This is an optimization exercise on Yosys and OpenROAD, whose aim is small area and a short achievable clock period, not a production implementation. Only simulation tests tie the RTL to the original design; equivalence was not proved. Power and IR drop assume default switching activity.

`flow/config.mk`:
```
export PLATFORM = sky130hd
export DESIGN_NAME = scratchpad_mem
export DESIGN_NICKNAME = scratchpad_mem
export VERILOG_FILES = /design/flow/design.v
export SDC_FILE = /design/flow/constraint.sdc
export NUM_CORES = 4
export LEC_CHECK = 0
export CAP_MARGIN = 20
export CORE_MARGIN = 2
export CORE_UTILIZATION = 40
export SLEW_MARGIN = 20
```
`flow/constraint.sdc`:
```
create_clock -name core_clock -period 5.5 [get_ports {clk}]
set_input_delay 1.1000 -clock core_clock [delete_from_list [all_inputs] [get_ports {clk}]]
set_output_delay 1.1000 -clock core_clock [all_outputs]
set_load 0.01 [all_outputs]
```
`flow/design.v`:
```
`timescale 1ns/10ps
module store_router (
  input  logic                            st_addr_valid,
  output logic                            st_addr_ready,
  input  logic [2+16-1:0] st_addr_data,
  input  logic                            st_data_valid,
  output logic                            st_data_ready,
  input  logic [2+32-1:0] st_data_data,
  output logic                            st_tag_oob,
  output logic [3-1:0]         addr_enq_v,
  output logic [$clog2(64)-1:0] addr_idx,
  output logic [3-1:0]         data_enq_v,
  output logic [32-1:0]           data_elem,
  input  logic [3-1:0]         addr_full_v,
  input  logic [3-1:0]         data_full_v
);
  logic [2-1:0] addr_tag;
  logic [2-1:0] data_tag;
  logic                 addr_tag_ok;
  logic                 data_tag_ok;
  assign addr_tag    = st_addr_data[16 +: 2];
  assign data_tag    = st_data_data[32 +: 2];
  assign addr_tag_ok = addr_tag < 2'(3);
  assign data_tag_ok = data_tag < 2'(3);
  assign addr_idx    = st_addr_data[$clog2(64)-1:0];
  assign data_elem   = st_data_data[32-1:0];
  assign st_addr_ready = addr_tag_ok && !addr_full_v[addr_tag];
  assign st_data_ready = data_tag_ok && !data_full_v[data_tag];
  assign st_tag_oob = (st_addr_valid && !addr_tag_ok) || (st_data_valid && !data_tag_ok);
  for (genvar i = 0; i < 3; i++) begin : g_lane
    assign addr_enq_v[i] = st_addr_valid && st_addr_ready && (addr_tag == 2'(i));
    assign data_enq_v[i] = st_data_valid && st_data_ready && (data_tag == 2'(i));
  end
endmodule
`timescale 1ns/10ps
module store_lane_queue (
  input  logic                             clk,
  input  logic                             rst_n,
  input  logic                             addr_enq,
  input  logic [$clog2(64)-1:0] addr_idx,
  input  logic                             data_enq,
  input  logic [32-1:0]            data_elem,
  output logic                             addr_full,
  output logic                             data_full,
  output logic                             pair_req,
  output logic [$clog2(64)-1:0] head_idx,
  output logic [32-1:0]            head_elem,
  output logic                             deadlock_hit,
  input  logic                             pop
);
  localparam int QW = $clog2(4);
  localparam int CW = $clog2(32 + 1);
  localparam int IW = $clog2(64);
  logic [IW-1:0]         addr_q [4];
  logic [32-1:0] data_q [4];
  logic [QW-1:0] addr_wp;
  logic [QW-1:0] addr_rp;
  logic [QW-1:0] data_wp;
  logic [QW-1:0] data_rp;
  logic [QW:0]   addr_cnt;
  logic [QW:0]   data_cnt;
  logic          addr_empty;
  logic          data_empty;
  logic [CW-1:0] dl_cnt;
  logic [QW-1:0] addr_wp_inc;
  logic [QW-1:0] addr_rp_inc;
  logic [QW-1:0] data_wp_inc;
  logic [QW-1:0] data_rp_inc;
  assign addr_wp_inc = (addr_wp == QW'(4 - 1)) ? '0 : addr_wp + 1'b1;
  assign addr_rp_inc = (addr_rp == QW'(4 - 1)) ? '0 : addr_rp + 1'b1;
  assign data_wp_inc = (data_wp == QW'(4 - 1)) ? '0 : data_wp + 1'b1;
  assign data_rp_inc = (data_rp == QW'(4 - 1)) ? '0 : data_rp + 1'b1;
  always_ff @(posedge clk) begin
    if (addr_enq) addr_q[addr_wp] <= addr_idx;
    if (data_enq) data_q[data_wp] <= data_elem;
  end
  always_ff @(posedge clk or negedge rst_n) begin
    if (!rst_n) begin
      addr_wp  <= '0;
      addr_rp  <= '0;
      addr_cnt <= '0;
      data_wp  <= '0;
      data_rp  <= '0;
      data_cnt <= '0;
    end else begin
      if (addr_enq) addr_wp <= addr_wp_inc;
      if (data_enq) data_wp <= data_wp_inc;
      if (pop) begin
        addr_rp <= addr_rp_inc;
        data_rp <= data_rp_inc;
      end
      addr_cnt <= addr_cnt + (QW+1)'(addr_enq) - (QW+1)'(pop);
      data_cnt <= data_cnt + (QW+1)'(data_enq) - (QW+1)'(pop);
    end
  end
  assign addr_empty = (addr_cnt == '0);
  assign data_empty = (data_cnt == '0);
  assign addr_full  = (addr_cnt == (QW+1)'(4));
  assign data_full  = (data_cnt == (QW+1)'(4));
  assign pair_req  = !addr_empty && !data_empty;
  assign head_idx  = addr_q[addr_rp];
  assign head_elem = data_q[data_rp];
  always_ff @(posedge clk or negedge rst_n) begin
    if (!rst_n) begin
      dl_cnt <= '0;
    end else if (addr_empty ^ data_empty) begin
      if (dl_cnt != CW'(32)) dl_cnt <= dl_cnt + 1'b1;
    end else begin
      dl_cnt <= '0;
    end
  end
  assign deadlock_hit = (dl_cnt == CW'(32));
endmodule
`timescale 1ns/10ps
module store_pair_arbiter (
  input  logic                                         st_done_ready,
  output logic                                         st_done_valid,
  output logic [2-1:0]                         st_done_data,
  output logic                                         wr_en,
  output logic [$clog2(64)-1:0]             wr_idx,
  output logic [32-1:0]                        wr_elem,
  output logic                                         deadlock,
  input  logic [3-1:0]                      req_v,
  input  logic [3-1:0]                      dl_v,
  input  logic [3*$clog2(64)-1:0] idx_v,
  input  logic [3*32-1:0]           elem_v,
  output logic [3-1:0]                      pop_v
);
  localparam int IW = $clog2(64);
  logic [2-1:0] sel;
  for (genvar i = 0; i < 3; i++) begin : g_lane
    assign pop_v[i] = wr_en && (sel == 2'(i));
  end
  always_comb begin
    sel = '0;
    for (int i = 3 - 1; i >= 0; i--) begin
      if (req_v[i]) sel = 2'(i);
    end
  end
  assign st_done_valid = |req_v;
  assign st_done_data  = sel;
  assign wr_en   = st_done_valid && st_done_ready;
  assign wr_idx  = idx_v[sel*IW +: IW];
  assign wr_elem = elem_v[sel*32 +: 32];
  assign deadlock = |dl_v;
endmodule
`timescale 1ns/10ps
module scratchpad_array (
  input  logic                             clk,
  input  logic                             rst_n,
  input  logic                             wr_en,
  input  logic [$clog2(64)-1:0] wr_idx,
  input  logic [32-1:0]            wr_elem,
  input  logic                             ld_addr_valid,
  output logic                             ld_addr_ready,
  input  logic [2+16-1:0]  ld_addr_data,
  output logic                             ld_data_valid,
  input  logic                             ld_data_ready,
  output logic [2+32-1:0]  ld_data_data,
  output logic                             ld_done_valid,
  input  logic                             ld_done_ready,
  output logic [2-1:0]             ld_done_data,
  output logic                             ld_tag_oob
);
  logic [32-1:0]            mem [64];
  logic [2-1:0]             ld_tag;
  logic [$clog2(64)-1:0] ld_idx;
  logic                             ld_tag_ok;
  always_ff @(posedge clk) begin
    if (wr_en && rst_n) mem[wr_idx] <= wr_elem;
  end
  assign ld_tag    = ld_addr_data[16 +: 2];
  assign ld_idx    = ld_addr_data[$clog2(64)-1:0];
  assign ld_tag_ok = ld_tag < 2'(3);
  assign ld_addr_ready = ld_tag_ok && ld_data_ready && ld_done_ready;
  assign ld_data_valid = ld_addr_valid && ld_tag_ok && ld_done_ready;
  assign ld_done_valid = ld_addr_valid && ld_tag_ok && ld_data_ready;
  assign ld_data_data = {ld_tag, mem[ld_idx]};
  assign ld_done_data = ld_tag;
  assign ld_tag_oob   = ld_addr_valid && !ld_tag_ok;
endmodule
`timescale 1ns/10ps
module error_latch (
  input  logic        clk,
  input  logic        rst_n,
  input  logic        ld_tag_oob,
  input  logic        st_tag_oob,
  input  logic        deadlock,
  output logic        error_valid,
  output logic [15:0] error_code
);
  localparam logic [15:0] ERR_NONE           = 16'd0;
  localparam logic [15:0] ERR_TAG_OOB        = 16'd1;
  localparam logic [15:0] ERR_STORE_DEADLOCK = 16'd2;
  logic [15:0] code_next;
  always_comb begin
    code_next = ERR_NONE;
    if (ld_tag_oob || st_tag_oob) code_next = ERR_TAG_OOB;
    else if (deadlock)            code_next = ERR_STORE_DEADLOCK;
  end
  always_ff @(posedge clk or negedge rst_n) begin
    if (!rst_n) begin
      error_valid <= 1'b0;
      error_code  <= ERR_NONE;
    end else if (!error_valid && (code_next != ERR_NONE)) begin
      error_valid <= 1'b1;
      error_code  <= code_next;
    end
  end
endmodule
`timescale 1ns/10ps
module scratchpad_mem (
  input  logic                            clk,
  input  logic                            rst_n,
  input  logic                            ld_addr_valid,
  output logic                            ld_addr_ready,
  input  logic [2+16-1:0] ld_addr_data,
  output logic                            ld_data_valid,
  input  logic                            ld_data_ready,
  output logic [2+32-1:0] ld_data_data,
  output logic                            ld_done_valid,
  input  logic                            ld_done_ready,
  output logic [2-1:0]            ld_done_data,
  input  logic                            st_addr_valid,
  output logic                            st_addr_ready,
  input  logic [2+16-1:0] st_addr_data,
  input  logic                            st_data_valid,
  output logic                            st_data_ready,
  input  logic [2+32-1:0] st_data_data,
  output logic                            st_done_valid,
  input  logic                            st_done_ready,
  output logic [2-1:0]            st_done_data,
  output logic                            error_valid,
  output logic [15:0]                     error_code
);
  localparam int IW = $clog2(64);
  localparam int NP = 3;
  logic                     wr_en;
  logic [IW-1:0]            wr_idx;
  logic [32-1:0]    wr_elem;
  logic                     ld_tag_oob;
  logic                     st_tag_oob;
  logic                     deadlock;
  logic [NP-1:0]            addr_enq_v;
  logic [IW-1:0]            enq_idx;
  logic [NP-1:0]            data_enq_v;
  logic [32-1:0]    enq_elem;
  logic [NP-1:0]            addr_full_v;
  logic [NP-1:0]            data_full_v;
  logic [NP-1:0]            req_v;
  logic [NP-1:0]            dl_v;
  logic [NP*IW-1:0]         idx_v;
  logic [NP*32-1:0] elem_v;
  logic [NP-1:0]            pop_v;
  store_router router_i (
    .st_addr_valid, .st_addr_ready, .st_addr_data,
    .st_data_valid, .st_data_ready, .st_data_data,
    .st_tag_oob,
    .addr_enq_v, .addr_idx(enq_idx), .data_enq_v, .data_elem(enq_elem),
    .addr_full_v, .data_full_v
  );
  for (genvar i = 0; i < NP; i++) begin : g_lane
    store_lane_queue lane_i (
      .clk, .rst_n,
      .addr_enq(addr_enq_v[i]), .addr_idx(enq_idx),
      .data_enq(data_enq_v[i]), .data_elem(enq_elem),
      .addr_full(addr_full_v[i]), .data_full(data_full_v[i]),
      .pair_req(req_v[i]), .head_idx(idx_v[i*IW +: IW]),
      .head_elem(elem_v[i*32 +: 32]),
      .deadlock_hit(dl_v[i]), .pop(pop_v[i])
    );
  end
  store_pair_arbiter arbiter_i (
    .st_done_ready, .st_done_valid, .st_done_data,
    .wr_en, .wr_idx, .wr_elem, .deadlock,
    .req_v, .dl_v, .idx_v, .elem_v, .pop_v
  );
  scratchpad_array array_i (
    .clk, .rst_n, .wr_en, .wr_idx, .wr_elem,
    .ld_addr_valid, .ld_addr_ready, .ld_addr_data,
    .ld_data_valid, .ld_data_ready, .ld_data_data,
    .ld_done_valid, .ld_done_ready, .ld_done_data,
    .ld_tag_oob
  );
  error_latch error_i (
    .clk, .rst_n, .ld_tag_oob, .st_tag_oob, .deadlock, .error_valid, .error_code
  );
endmodule
```
`flow/run.sh`:
```
#!/bin/bash
# synth_recipe.tcl (not shown) runs the flow's synth.tcl, then flattens the netlist and writes it again
# the make line also repeats each setting of config.mk as NAME=value (left out here)
make -C /OpenROAD-flow-scripts/flow DESIGN_CONFIG=/design/flow/config.mk WORK_HOME=/design/flow/orfs CLKGATE_MAP_FILE= SYNTH_SCRIPT=/design/flow/synth_recipe.tcl finish
```
==> out/results.ini <==
[sta]
period_needed_ps = 5338
slew_violations = 0
worst_slack_ps = 162.1
rsz0062_at_grt = no
tns_ps = 0
finalSetupViolCount = 0
hold_violations = 0
worst_pin_slew_ps = 1137
finClkSkew_ps = 72.35
max_freq_mhz = 187.3
slew-limit-headroom = 0.2420
fin_crit_sh = 0.9705

[detailed_routing]
wl_per_cell_um = 29.58
drt_iter0_drc = 5515
dr.pass1.iters = 6
ant_nets = 0
totalWireLength_um = 250100
num_vias = 48202
vias_per_cell = 5.701
drc = 0

[logic_synthesis]
ys_ff_latch = 2567
ys.flop_type = edfxtp_1
synth_edf_count = 2504
synth.area.mux_share = 0.1513
synth_top_family_by_area = multiplexers
syn_area_per_cell_um2 = 21.98
syn_inst = 4514
yosysSeqAreaShare = 0.7736
syn_area_um2 = 99230
synth_compound_area_frac = 0.02645
synth-simple-area-share = 0.02186
synthAdderAreaFrac = 0.007641
synthArstFlopShare = 0.02454
synth_xor_area_frac = 0.001853
ys_types = 68
yosys_warnings = 4

[global_route]
grt_max_degree = 65
grt_remaining_overflow = 0
first_global_vias = 49236
grtUsageTotal = 0.1981
antenna_found_initial = 16
grt_pass1_wl_um = 355700

[die]
initial_core_util = 0.4027
die_h_um = 502.1
die_w_um = 502.1
die-area_um2 = 252100
fp.coreArea_um2 = 246400
io_pins = 139
fp-row-count = 182

[critical_path]
cp_slowest_cell = a221oi_1
critPathArrivalTime_ps = 4240
end_kind = output pin
crit_type = in -> out
worst_path_most_repeated_cell = buf_4
crit_path_start_kind = primary input
slowest_delay_ps = 630
cp_max_fo = 27
path_cells = buf_8 -> buf_4 -> buf_4 -> mux4_2 -> mux2i_1 -> a221oi_1 -> buf_4 -> a21oi_1 -> a221oi_1 -> buf_4 -> clkdlybuf4s50_1
crit_required_ps = 4400

[final_layout]
finalInstanceArea_um2 = 115300
nNetsFinal = 5086
multi_input_area_um2 = 21760
seq_area_um2 = 76780
final_layout_size_suffix_gt1_frac = 0.2737
n_fill_cell = 20399
syn_to_final_growth_pct = 16.22

[status]
status = finished clean

[placement]
port-buffer-count = 104
globalplace.congestion = 0.7860
dpl.hpwl_um = 140500
pre_cts_ws_ps = 117.3
dpl_cell_area_um2 = 106600

[clock_network]
cts_sinks = 2567
clock-root-buffer = clkbuf_16
cts_inserted_buffers = 285
holdBufCountCts = 0
clk_latency_ps = 930
post_cts_buffers = 0
clkTransAtPathRegs_ps = 60
h-tree-depth = 5
post_cts_resized = 0
cts_tree = yes
cts_buffer_depth = 4

[run]
maxCapViolCount = 0

[min_path]
min_path_type = in -> async

[power]
ir_drop_uv = 419.4
power_leakage_nw = 36.78
powerDensity_nw_per_um2 = 508.8

==> report_power, final <==
| part | leakage (nW) | internal (mW) | switching [mW] | total, mW |
|---|---|---|---|---|
| logic | 9.22 | 3.00 | 9.12 | 12.1 |
| clock network | 4.24 | 10.7 | 7.36 | 18.1 |
| registers | 23.3 | 27.9 | 0.591 | 28.5 |
| total | 36.8 | 41.6 | 17.1 | 58.7 |
==> registers in the layout, summed over array words and instances (netlist names) <==
register,cells
error_i.error_code,2
g_lane.lane_i.addr_rp,6
g_lane.lane_i.dl_cnt,18
g_lane.lane_i.addr_q,72
g_lane.lane_i.addr_wp,6
g_lane.lane_i.data_rp,6
g_lane.lane_i.data_wp,6
error_i.error_valid,1
array_i.mem,2048
g_lane.lane_i.data_q,384
g_lane.lane_i.data_cnt,9
g_lane.lane_i.addr_cnt,9
==> cell usage in the layout, fill, tap and decap left out, types with 7 or more instances in the layout <==
master / Yosys / layout
and2_2: 0 / 8
o21ai_0: 18 / 18
nor3_2: 16 / 16
mux2i_1: 127 / 127
or3_1: 11 / 11
o21ai_1: 18 / 18
nand3_1: 32 / 32
buf_4: 46 / 252
o22ai_1: 62 / 62
clkbuf_1: 101 / 60
dfrtp_1: 63 / 57
nor3_4: 0 / 16
edfxtp_1: 2504 / 2504
bufinv_16: 0 / 21
nand3b_1: 7 / 7
a21oi_1: 76 / 76
clkinv_1: 0 / 60
nor3_1: 33 / 17
nand2_1: 112 / 112
buf_12: 2 / 39
xnor2_1: 18 / 18
nor2b_1: 16 / 13
clkbuf_16: 0 / 294
mux2_2: 10 / 10
nor2_1: 131 / 98
o221ai_1: 31 / 31
clkinv_2: 0 / 28
mux4_2: 604 / 604
nand2b_1: 11 / 10
clkdlybuf4s50_1: 0 / 98
and2_1: 29 / 16
inv_1: 53 / 53
ha_1: 51 / 51
a31oi_4: 0 / 32
a221oi_1: 58 / 58
a21o_1: 8 / 8
a22o_1: 34 / 34
conb_1: 1 / 14
nor2_4: 0 / 33
==> per-layer routing <==
layer / vias up / track usage / wire length, um
li1: 19823 / - / -
met1: 26050 / 0.2831 / 105000
met2: 1928 / 0.3126 / 118700
met3: 393 / 0.03560 / 19530
met4: 8 / 0.05723 / 6847
met5: - / 0 / 57
==> metrics by stage <==
step	utilization	cells	total power [mW]	hold WS, ps
2_1_floorplan	-	4527	35.26	460.7
3_3_place_gp	0.4326	7975	40.53	490.3
3_5_place_dp	0.4326	7975	41.13	491.1
4_1_cts	0.4679	8451	59.12	458.3
5_1_grt	0.4681	8453	60.68	488.4
6_report	0.4681	8455	58.68	444.3
==> layout make-up <==
type	count	share of cell area
inverter	54	0.001757
multi-input combinational	1648	0.1887
tap	3312	0.03593
clock inverter	120	0.009493
sequential	2567	0.6657
timing repair buffer	395	0.03239
antenna	3	0.00006509
clock buffer	356	0.06598
==> cells in the mapped netlist, types with 6 or more instances <==
library cell | n | area, um2
nand3_1 | 32 | 160.2
buf_4 | 46 | 345.3
buf_2 | 58 | 290.3
fa_1 | 6 | 120.1
a22o_1 | 34 | 297.8
a21o_1 | 8 | 60.06
o21ai_0 | 18 | 90.09
xnor2_1 | 18 | 157.7
or3_1 | 11 | 68.82
a221oi_1 | 58 | 508.0
nor3_2 | 16 | 160.2
nand2_1 | 112 | 420.4
o221ai_1 | 31 | 271.5
ha_1 | 51 | 638.1
mux4_2 | 604 | 13600
nor2b_1 | 16 | 100.1
nand3b_1 | 7 | 52.55
a21oi_1 | 76 | 380.4
buf_1 | 18 | 67.56
and2_1 | 29 | 181.4
nand2b_1 | 11 | 68.82
edfxtp_1 | 2504 | 75190
inv_1 | 53 | 198.9
mux2_2 | 10 | 112.6
a211o_1 | 6 | 52.55
dfrtp_1 | 63 | 1577
mux2i_1 | 127 | 1271
a31oi_1 | 38 | 237.7
nor2_1 | 131 | 491.7
o21ai_1 | 18 | 90.09
o22ai_1 | 62 | 387.9
buf_6 | 28 | 315.3
clkbuf_1 | 101 | 379.1
and3_1 | 6 | 37.54
nor3_1 | 33 | 165.2
==> path summary, 6_finish.rpt <==
check	from	to	slack [ps]	cells after the start
hold / removal	rst_n	g_lane[1].lane_i.data_wp[1]	440	2
max in group asynchronous	rst_n	g_lane[2].lane_i.data_rp[0]	4420	2
hold reg to reg	g_lane[1].lane_i.addr_cnt[2]	g_lane[1].lane_i.addr_cnt[2]	500	1
min in group core_clock	g_lane[1].lane_i.addr_cnt[2]	g_lane[1].lane_i.addr_cnt[2]	500	1
setup / recovery	ld_addr_data[1]	ld_data_data[8]	160	11
setup reg to reg	g_lane[1].lane_i.data_cnt[1]	array_i.mem[37][27]	1170	9
==> cells by family after synthesis <==
logic type,after synthesis
compound gates,376
xor+xnor,21
fa+ha+maj,57
buf+inv,312
flops,2567
mux,743
other cells,1
simple gates,437
==> worst max-delay path: cells and delay by family <==
family,cells,cell delay (ps)
buf+inv,6,1770
compound gates,3,990
mux,2,320

-- re-timing with driven ports --
The flow's constraints put no driver on any port. The routed layout listed below was extracted and timed again, unchanged, in two steps.
Step 1 assumes that a clkbuf_16 drives the clock port and a buf_2 every other input.
Step 2, shift: input delay + t, output delay - t, t = (earliest + latest rising clock arrival at the registers) / 2. This alone moves slack from input paths to output paths.
Slacks: ideal ports / drivers / drivers and shift; pairs: ideal ports / drivers.
t (ns): 0.980
slack for setup (ns): 0.162 / 0.073 / 0.073
worst setup path at the end: input to output
worst data-port slew with drivers (ns): 0.15
After both steps setup and hold are still met in this run. For this run, drivers alone change the setup slack by -0.089 ns; drivers and shift together by -0.089 ns.
